What follows belongs to an exercise in optimizing a design on an open flow for small area; a production flow would make more cautious choices.
Where RTL was checked, it was by simulation tests only, not by an equivalence proof against the original.
Power figures rest on the tool's default switching activity, not on a simulated workload.

==> job 1898: inputs <==
==> flow/design.v <==
module btb_aoi222 (
    input  logic a0, b0, a1, b1, a2, b2,
    output logic y
);
    assign y = ~((a0 & b0) | (a1 & b1) | (a2 & b2));
endmodule
module btb_nand2 (
    input  logic a, b,
    output logic y
);
    assign y = ~(a & b);
endmodule
module btb_nand6 (
    input  logic [5:0] a,
    output logic       y
);
    assign y = ~(&a);
endmodule
module btb_mux16 (
    input  logic [15:0] s,
    input  logic [15:0] d,
    output logic        y
);
    logic [5:0] t;
    for (genvar k = 0; k < 5; k++) begin : g_aoi
        btb_aoi222 u_aoi (
            .a0(s[3*k]),   .b0(d[3*k]),
            .a1(s[3*k+1]), .b1(d[3*k+1]),
            .a2(s[3*k+2]), .b2(d[3*k+2]),
            .y (t[k])
        );
    end
    btb_nand2 u_last (.a(s[15]), .b(d[15]), .y(t[5]));
    btb_nand6 u_or   (.a(t), .y(y));
endmodule
module btb_dec16 (
    input  logic       en,
    input  logic [3:0] idx,
    output logic [15:0] oh
);
    always_comb begin
        for (int i = 0; i < 16; i++) oh[i] = en && (idx == 4'(i));
    end
endmodule
module btb_and2 (
    input  logic a, b,
    output logic y
);
    assign y = a & b;
endmodule
module btb_and4 (
    input  logic a, b, c, d,
    output logic y
);
    assign y = a & b & c & d;
endmodule
module btb_cbit (
    input  logic q, c, nsat, rst,
    output logic d
);
    assign d = ~(((q ~^ c) & nsat) | rst);
endmodule
module btb_satinc32 (
    input  logic        en,
    input  logic        rst,
    input  logic [31:0] q,
    output logic [31:0] d
);
    logic [7:0]  grp, e;
    logic [31:0] c;
    logic        nsat;
    for (genvar g = 0; g < 8; g++) begin : g_grp
        btb_and4 u_g (.a(q[4*g]), .b(q[4*g+1]), .c(q[4*g+2]), .d(q[4*g+3]), .y(grp[g]));
        if (g == 0) begin : g_first
            assign e[0] = en;
        end else begin : g_next
            btb_and2 u_e (.a(e[g-1]), .b(grp[g-1]), .y(e[g]));
        end
        assign c[4*g] = e[g];
        for (genvar j = 1; j < 4; j++) begin : g_in
            btb_and2 u_c (.a(c[4*g+j-1]), .b(q[4*g+j-1]), .y(c[4*g+j]));
        end
    end
    assign nsat = ~(e[7] & grp[7]);
    for (genvar i = 0; i < 32; i++) begin : g_bit
        btb_cbit u_b (.q(q[i]), .c(c[i]), .nsat(nsat), .rst(rst), .d(d[i]));
    end
endmodule
module branch_target_predictor #(
    parameter int ADDR_WIDTH   = 32,
    parameter int INDEX_BITS   = 4,
    parameter int COUNTER_BITS = 2,
    parameter int TAG_BITS     = ADDR_WIDTH - INDEX_BITS - 2
) (
    input  logic                  clock,
    input  logic                  reset,
    input  logic [ADDR_WIDTH-1:0] lookup_pc,
    output logic                  predict_hit,
    output logic                  predict_taken,
    output logic [ADDR_WIDTH-1:0] predict_next_pc,
    input  logic                  update_valid,
    input  logic [ADDR_WIDTH-1:0] update_pc,
    input  logic                  update_taken,
    input  logic [ADDR_WIDTH-1:0] update_target,
    input  logic                  update_pred_taken,
    input  logic [ADDR_WIDTH-1:0] update_pred_target,
    input  logic                  flush,
    output logic                  mispredict,
    output logic [31:0]           branch_count,
    output logic [31:0]           mispredict_count
);
    localparam int ENTRIES = 16;
    logic [ENTRIES-1:0]      ent_valid;
    logic [TAG_BITS-1:0]     ent_tag    [ENTRIES];
    logic [ADDR_WIDTH-1:0]   ent_target [ENTRIES];
    logic [COUNTER_BITS-1:0] ent_ctr    [ENTRIES];
    logic [3:0]          lookup_idx, update_idx;
    logic [TAG_BITS-1:0] lookup_tag, update_tag;
    logic                unused_pc_bits;
    assign lookup_idx     = lookup_pc[5:2];
    assign lookup_tag     = lookup_pc[ADDR_WIDTH-1:6];
    assign update_idx     = update_pc[5:2];
    assign update_tag     = update_pc[ADDR_WIDTH-1:6];
    assign unused_pc_bits = &{1'b0, update_pc[1:0]};
    logic [ENTRIES-1:0] lsel, usel;
    btb_dec16 u_ldec (.en(1'b1),         .idx(lookup_idx), .oh(lsel));
    btb_dec16 u_udec (.en(update_valid), .idx(update_idx), .oh(usel));
    logic                  l_valid, l_ctr_hi;
    logic [TAG_BITS-1:0]   l_tag;
    logic [ADDR_WIDTH-1:0] l_target;
    logic                    u_valid;
    logic [TAG_BITS-1:0]     u_tag;
    logic [COUNTER_BITS-1:0] u_ctr;
    for (genvar b = 0; b < TAG_BITS; b++) begin : g_tag_rd
        logic [ENTRIES-1:0] col;
        for (genvar i = 0; i < ENTRIES; i++) begin : g_col
            assign col[i] = ent_tag[i][b];
        end
        btb_mux16 u_l (.s(lsel), .d(col), .y(l_tag[b]));
        btb_mux16 u_u (.s(usel), .d(col), .y(u_tag[b]));
    end
    for (genvar b = 0; b < ADDR_WIDTH; b++) begin : g_tgt_rd
        logic [ENTRIES-1:0] col;
        for (genvar i = 0; i < ENTRIES; i++) begin : g_col
            assign col[i] = ent_target[i][b];
        end
        btb_mux16 u_l (.s(lsel), .d(col), .y(l_target[b]));
    end
    for (genvar b = 0; b < COUNTER_BITS; b++) begin : g_ctr_rd
        logic [ENTRIES-1:0] col;
        for (genvar i = 0; i < ENTRIES; i++) begin : g_col
            assign col[i] = ent_ctr[i][b];
        end
        btb_mux16 u_u (.s(usel), .d(col), .y(u_ctr[b]));
    end
    logic [ENTRIES-1:0] ctr_hi_col;
    for (genvar i = 0; i < ENTRIES; i++) begin : g_hi_col
        assign ctr_hi_col[i] = ent_ctr[i][COUNTER_BITS-1];
    end
    btb_mux16 u_l_valid (.s(lsel), .d(ent_valid),  .y(l_valid));
    btb_mux16 u_l_ctr   (.s(lsel), .d(ctr_hi_col), .y(l_ctr_hi));
    btb_mux16 u_u_valid (.s(usel), .d(ent_valid),  .y(u_valid));
    assign predict_hit     = l_valid && (l_tag == lookup_tag);
    assign predict_taken   = predict_hit && l_ctr_hi;
    assign predict_next_pc = predict_taken ? l_target
                                           : {lookup_pc[ADDR_WIDTH-1:2] + 30'd1, lookup_pc[1:0]};
    logic                    u_hit;
    logic [COUNTER_BITS-1:0] u_ctr_next;
    assign u_hit = u_valid && (u_tag == update_tag);
    always_comb begin
        u_ctr_next = u_ctr;
        if (u_hit) begin
            if (update_taken) begin
                if (u_ctr != '1) u_ctr_next = u_ctr + COUNTER_BITS'(1);
            end else if (u_ctr != '0) begin
                u_ctr_next = u_ctr - COUNTER_BITS'(1);
            end
        end else if (update_taken) begin
            u_ctr_next = COUNTER_BITS'(1) << (COUNTER_BITS - 1);
        end
    end
    for (genvar i = 0; i < ENTRIES; i++) begin : g_entry
        logic wr;
        assign wr = usel[i] && update_taken;
        always_ff @(posedge clock) begin
            if (reset || flush) ent_valid[i] <= 1'b0;
            else if (wr) ent_valid[i] <= 1'b1;
        end
        always_ff @(posedge clock) begin
            if (wr) begin
                ent_tag[i]    <= update_tag;
                ent_target[i] <= update_target;
            end
            if (usel[i]) ent_ctr[i] <= u_ctr_next;
        end
    end
    logic miss_event;
    assign miss_event = update_valid &&
                        ((update_taken != update_pred_taken) ||
                         (update_taken && (update_target != update_pred_target)));
    logic [31:0] branch_next, mispredict_next;
    btb_satinc32 u_branch_inc     (.en(update_valid), .rst(reset), .q(branch_count),     .d(branch_next));
    btb_satinc32 u_mispredict_inc (.en(miss_event),   .rst(reset), .q(mispredict_count), .d(mispredict_next));
    always_ff @(posedge clock) begin
        mispredict       <= !reset && miss_event;
        branch_count     <= branch_next;
        mispredict_count <= mispredict_next;
    end
endmodule
==> flow/flow/run.sh <==
#!/bin/bash
# Standard ORFS layout, with two changes:
#  - ports are buffered with the smallest buffer (buf_1) instead of the tool's default pick;
#  - clock tree synthesis runs without dummy loads.
set -euo pipefail
bash standard.sh \
  "BUFFER_PORTS_ARGS=-buffer_cell sky130_fd_sc_hd__buf_1" \
  "CTS_ARGS=-sink_clustering_enable -repair_clock_nets -buf_list {sky130_fd_sc_hd__clkbuf_4 sky130_fd_sc_hd__clkbuf_8} -dont_use_dummy_load" \
  finish > standard_flow.log 2>&1
==> flow/standard.sh <==
#!/bin/bash
# synth_recipe.tcl (not shown) runs the flow's synth.tcl, then flattens the netlist and writes it again
# the make line also repeats each setting of config.mk as NAME=value (left out here)
make -C /OpenROAD-flow-scripts/flow DESIGN_CONFIG=/design/flow/config.mk WORK_HOME=/design/flow/orfs CLKGATE_MAP_FILE= SYNTH_SCRIPT=/design/flow/synth_recipe.tcl "${@:-finish}"
==> flow/config.mk <==
export PLATFORM = sky130hd
export DESIGN_NAME = branch_target_predictor
export DESIGN_NICKNAME = branch_target_predictor
export VERILOG_FILES = /design/flow/design.v
export SDC_FILE = /design/flow/constraint.sdc
export NUM_CORES = 4
export LEC_CHECK = 0
export CAP_MARGIN = 20
export CORE_MARGIN = 2
export CORE_UTILIZATION = 40
export CTS_BUF_LIST = sky130_fd_sc_hd__clkbuf_4 sky130_fd_sc_hd__clkbuf_8
export SLEW_MARGIN = 20
export SYNTH_HIERARCHICAL = 1
export SYNTH_MINIMUM_KEEP_SIZE = 0
==> flow/constraint.sdc <==
create_clock -name core_clock -period 7.0 [get_ports {clock}]
set_input_delay 1.4000 -clock core_clock [delete_from_list [all_inputs] [get_ports {clock}]]
set_output_delay 1.4000 -clock core_clock [all_outputs]
set_load 0.01 [all_outputs]
==> job 7416 (differences from job 1898) <==
--- a/flow/design.v
+++ b/flow/design.v
@@ -9,12 +9,26 @@
     output logic y
 );
     assign y = ~(a & b);
+endmodule
+module btb_and3 (
+    input  logic a, b, c,
+    output logic y
+);
+    assign y = a & b & c;
+endmodule
+module btb_nand4 (
+    input  logic a, b, c, d,
+    output logic y
+);
+    assign y = ~(a & b & c & d);
 endmodule
 module btb_nand6 (
     input  logic [5:0] a,
     output logic       y
 );
-    assign y = ~(&a);
+    logic t;
+    btb_and3  u_a (.a(a[3]), .b(a[4]), .c(a[5]), .y(t));
+    btb_nand4 u_n (.a(a[0]), .b(a[1]), .c(a[2]), .d(t), .y(y));
 endmodule
 module btb_mux16 (
     input  logic [15:0] s,
@@ -33,13 +47,82 @@
     btb_nand2 u_last (.a(s[15]), .b(d[15]), .y(t[5]));
     btb_nand6 u_or   (.a(t), .y(y));
 endmodule
-module btb_dec16 (
+module btb_mux16n (
+    input  logic [15:0] s,
+    input  logic [15:0] d,
+    output logic        lo,
+    output logic        hi
+);
+    logic [5:0] t;
+    for (genvar k = 0; k < 5; k++) begin : g_aoi
+        btb_aoi222 u_aoi (
+            .a0(s[3*k]),   .b0(d[3*k]),
+            .a1(s[3*k+1]), .b1(d[3*k+1]),
+            .a2(s[3*k+2]), .b2(d[3*k+2]),
+            .y (t[k])
+        );
+    end
+    btb_nand2 u_last (.a(s[15]), .b(d[15]), .y(t[5]));
+    btb_and3  u_lo   (.a(t[0]), .b(t[1]), .c(t[2]), .y(lo));
+    btb_and3  u_hi   (.a(t[3]), .b(t[4]), .c(t[5]), .y(hi));
+endmodule
+module btb_aoi32 (
+    input  logic a1, a2, a3, b1, b2,
+    output logic y
+);
+    assign y = ~((a1 & a2 & a3) | (b1 & b2));
+endmodule
+module btb_inv (
+    input  logic a,
+    output logic y
+);
+    assign y = ~a;
+endmodule
+module btb_nand3 (
+    input  logic a, b, c,
+    output logic y
+);
+    assign y = ~(a & b & c);
+endmodule
+module btb_nor2 (
+    input  logic a, b,
+    output logic y
+);
+    assign y = ~(a | b);
+endmodule
+module btb_predec4 #(
+    parameter bit GATED = 1'b0
+) (
     input  logic       en,
-    input  logic [3:0] idx,
+    input  logic [1:0] idx,
+    output logic [3:0] ny
+);
+    logic [1:0] n;
+    btb_inv u_i0 (.a(idx[0]), .y(n[0]));
+    btb_inv u_i1 (.a(idx[1]), .y(n[1]));
+    for (genvar k = 0; k < 4; k++) begin : g_k
+        logic b0, b1;
+        assign b0 = k[0] ? idx[0] : n[0];
+        assign b1 = k[1] ? idx[1] : n[1];
+        if (GATED) begin : g_en
+            btb_nand3 u_n (.a(en), .b(b1), .c(b0), .y(ny[k]));
+        end else begin : g_plain
+            btb_nand2 u_n (.a(b1), .b(b0), .y(ny[k]));
+        end
+    end
+endmodule
+module btb_dec16 #(
+    parameter bit GATED = 1'b0
+) (
+    input  logic        en,
+    input  logic [3:0]  idx,
     output logic [15:0] oh
 );
-    always_comb begin
-        for (int i = 0; i < 16; i++) oh[i] = en && (idx == 4'(i));
+    logic [3:0] nlo, nhi;
+    btb_predec4 #(.GATED(1'b0))  u_lo (.en(1'b1), .idx(idx[1:0]), .ny(nlo));
+    btb_predec4 #(.GATED(GATED)) u_hi (.en(en),   .idx(idx[3:2]), .ny(nhi));
+    for (genvar i = 0; i < 16; i++) begin : g_o
+        btb_nor2 u_o (.a(nhi[i/4]), .b(nlo[i%4]), .y(oh[i]));
     end
 endmodule
 module btb_and2 (
@@ -123,11 +206,11 @@
     assign update_tag     = update_pc[ADDR_WIDTH-1:6];
     assign unused_pc_bits = &{1'b0, update_pc[1:0]};
     logic [ENTRIES-1:0] lsel, usel;
-    btb_dec16 u_ldec (.en(1'b1),         .idx(lookup_idx), .oh(lsel));
-    btb_dec16 u_udec (.en(update_valid), .idx(update_idx), .oh(usel));
+    btb_dec16 #(.GATED(1'b0)) u_ldec (.en(1'b1),         .idx(lookup_idx), .oh(lsel));
+    btb_dec16 #(.GATED(1'b1)) u_udec (.en(update_valid), .idx(update_idx), .oh(usel));
     logic                  l_valid, l_ctr_hi;
     logic [TAG_BITS-1:0]   l_tag;
-    logic [ADDR_WIDTH-1:0] l_target;
+    logic [ADDR_WIDTH-1:0] l_target_nlo, l_target_nhi;   
     logic                    u_valid;
     logic [TAG_BITS-1:0]     u_tag;
     logic [COUNTER_BITS-1:0] u_ctr;
@@ -144,7 +227,7 @@
         for (genvar i = 0; i < ENTRIES; i++) begin : g_col
             assign col[i] = ent_target[i][b];
         end
-        btb_mux16 u_l (.s(lsel), .d(col), .y(l_target[b]));
+        btb_mux16n u_l (.s(lsel), .d(col), .lo(l_target_nlo[b]), .hi(l_target_nhi[b]));
     end
     for (genvar b = 0; b < COUNTER_BITS; b++) begin : g_ctr_rd
         logic [ENTRIES-1:0] col;
@@ -162,8 +245,17 @@
     btb_mux16 u_u_valid (.s(usel), .d(ent_valid),  .y(u_valid));
     assign predict_hit     = l_valid && (l_tag == lookup_tag);
     assign predict_taken   = predict_hit && l_ctr_hi;
-    assign predict_next_pc = predict_taken ? l_target
-                                           : {lookup_pc[ADDR_WIDTH-1:2] + 30'd1, lookup_pc[1:0]};
+    logic [ADDR_WIDTH-1:0] seq_pc_n;
+    logic                  not_taken;
+    assign seq_pc_n  = ~{lookup_pc[ADDR_WIDTH-1:2] + 30'd1, lookup_pc[1:0]};
+    assign not_taken = ~predict_taken;
+    for (genvar b = 0; b < ADDR_WIDTH; b++) begin : g_next
+        btb_aoi32 u_o (
+            .a1(predict_taken), .a2(l_target_nlo[b]), .a3(l_target_nhi[b]),
+            .b1(not_taken),     .b2(seq_pc_n[b]),
+            .y (predict_next_pc[b])
+        );
+    end
     logic                    u_hit;
     logic [COUNTER_BITS-1:0] u_ctr_next;
     assign u_hit = u_valid && (u_tag == update_tag);
==> flow/flow/run.sh (replaced) <==
#!/bin/bash
# Standard ORFS layout (the standard.sh), with two changes:
#  - ports are buffered with the smallest buffer (buf_1) instead of the tool's default pick;
#  - clock tree synthesis clusters up to 18 sinks per clkbuf_8 and adds no dummy loads.
# The make output (all tools) goes to standard_flow.log; each ORFS step also keeps its own
# log under orfs/logs/.
set -euo pipefail
bash standard.sh \
  "BUFFER_PORTS_ARGS=-buffer_cell sky130_fd_sc_hd__buf_1" \
  "CTS_ARGS=-sink_clustering_enable -repair_clock_nets -buf_list sky130_fd_sc_hd__clkbuf_8 -sink_clustering_size 18 -sink_clustering_max_diameter 80 -dont_use_dummy_load" \
  finish > standard_flow.log 2>&1
==> flow/config.mk (replaced) <==
export PLATFORM = sky130hd
export DESIGN_NAME = branch_target_predictor
export DESIGN_NICKNAME = branch_target_predictor
export VERILOG_FILES = /design/flow/design.v
export SDC_FILE = /design/flow/constraint.sdc
export NUM_CORES = 4
export LEC_CHECK = 0
export CAP_MARGIN = 10
export CORE_MARGIN = 2
export CORE_UTILIZATION = 50
export PLACE_DENSITY = 0.75
export SLEW_MARGIN = 10
export SYNTH_HIERARCHICAL = 1
export SYNTH_MINIMUM_KEEP_SIZE = 0
==> comparison <==
In job 1898 the area after synthesis is larger than in job 7416, by 0.77%. In job 1898 the cell count is larger than in job 7416, by 9.1%. In job 1898 the clock power is higher than in job 7416, by about 56%. Between job 1898 and job 7416, the lower clock-buffer cell count is in job 7416 (gap 97). Against job 7416, the worst hold slack of job 1898 is lower by 0.015 ns. Job 7416 completed without violations. Job 1898 passed the timing, DRC and antenna checks. Against job 7416, the core utilization of job 1898 is lower by 10 points. Of job 1898 and job 7416, job 1898 has the higher wire length (gap 8.0%, measured against job 7416). Between job 1898 and job 7416, the lower critical path depth is in job 1898 (gap 1).
For job 1898, only the layout was checked, not whether the RTL still works.

[what the ideal ports hide]
In the flow no input, the clock included, has a driving cell. The finished layouts below were timed again as built, in two steps. Step 1 sets driving cells, clkbuf_16 on the clock port and buf_2 on the other inputs (assumed; they add their load-dependent delay and slew). Step 2, shift: input delay + t, output delay - t, t = (earliest + latest rising clock arrival at the registers) / 2. This alone moves slack from input paths to output paths. a / b / c = no drivers / after step 1 / after step 2; a / b = the first two.
run	shift t [ns]	slack for setup (ns)	clock arrival spread, ns	worst register clock-pin slew, ns
job 1898	0.906	0.393 / 0.374 / 0.374	0.159 / 0.160	0.07 / 0.07
job 7416	0.737	0.138 / 0.065 / 0.065	0.118 / 0.117	0.11 / 0.11
After both steps setup and hold are still met in every run listed. For job 7416, which loses most, drivers alone change the setup slack by -0.073 ns; drivers and shift together by -0.073 ns.
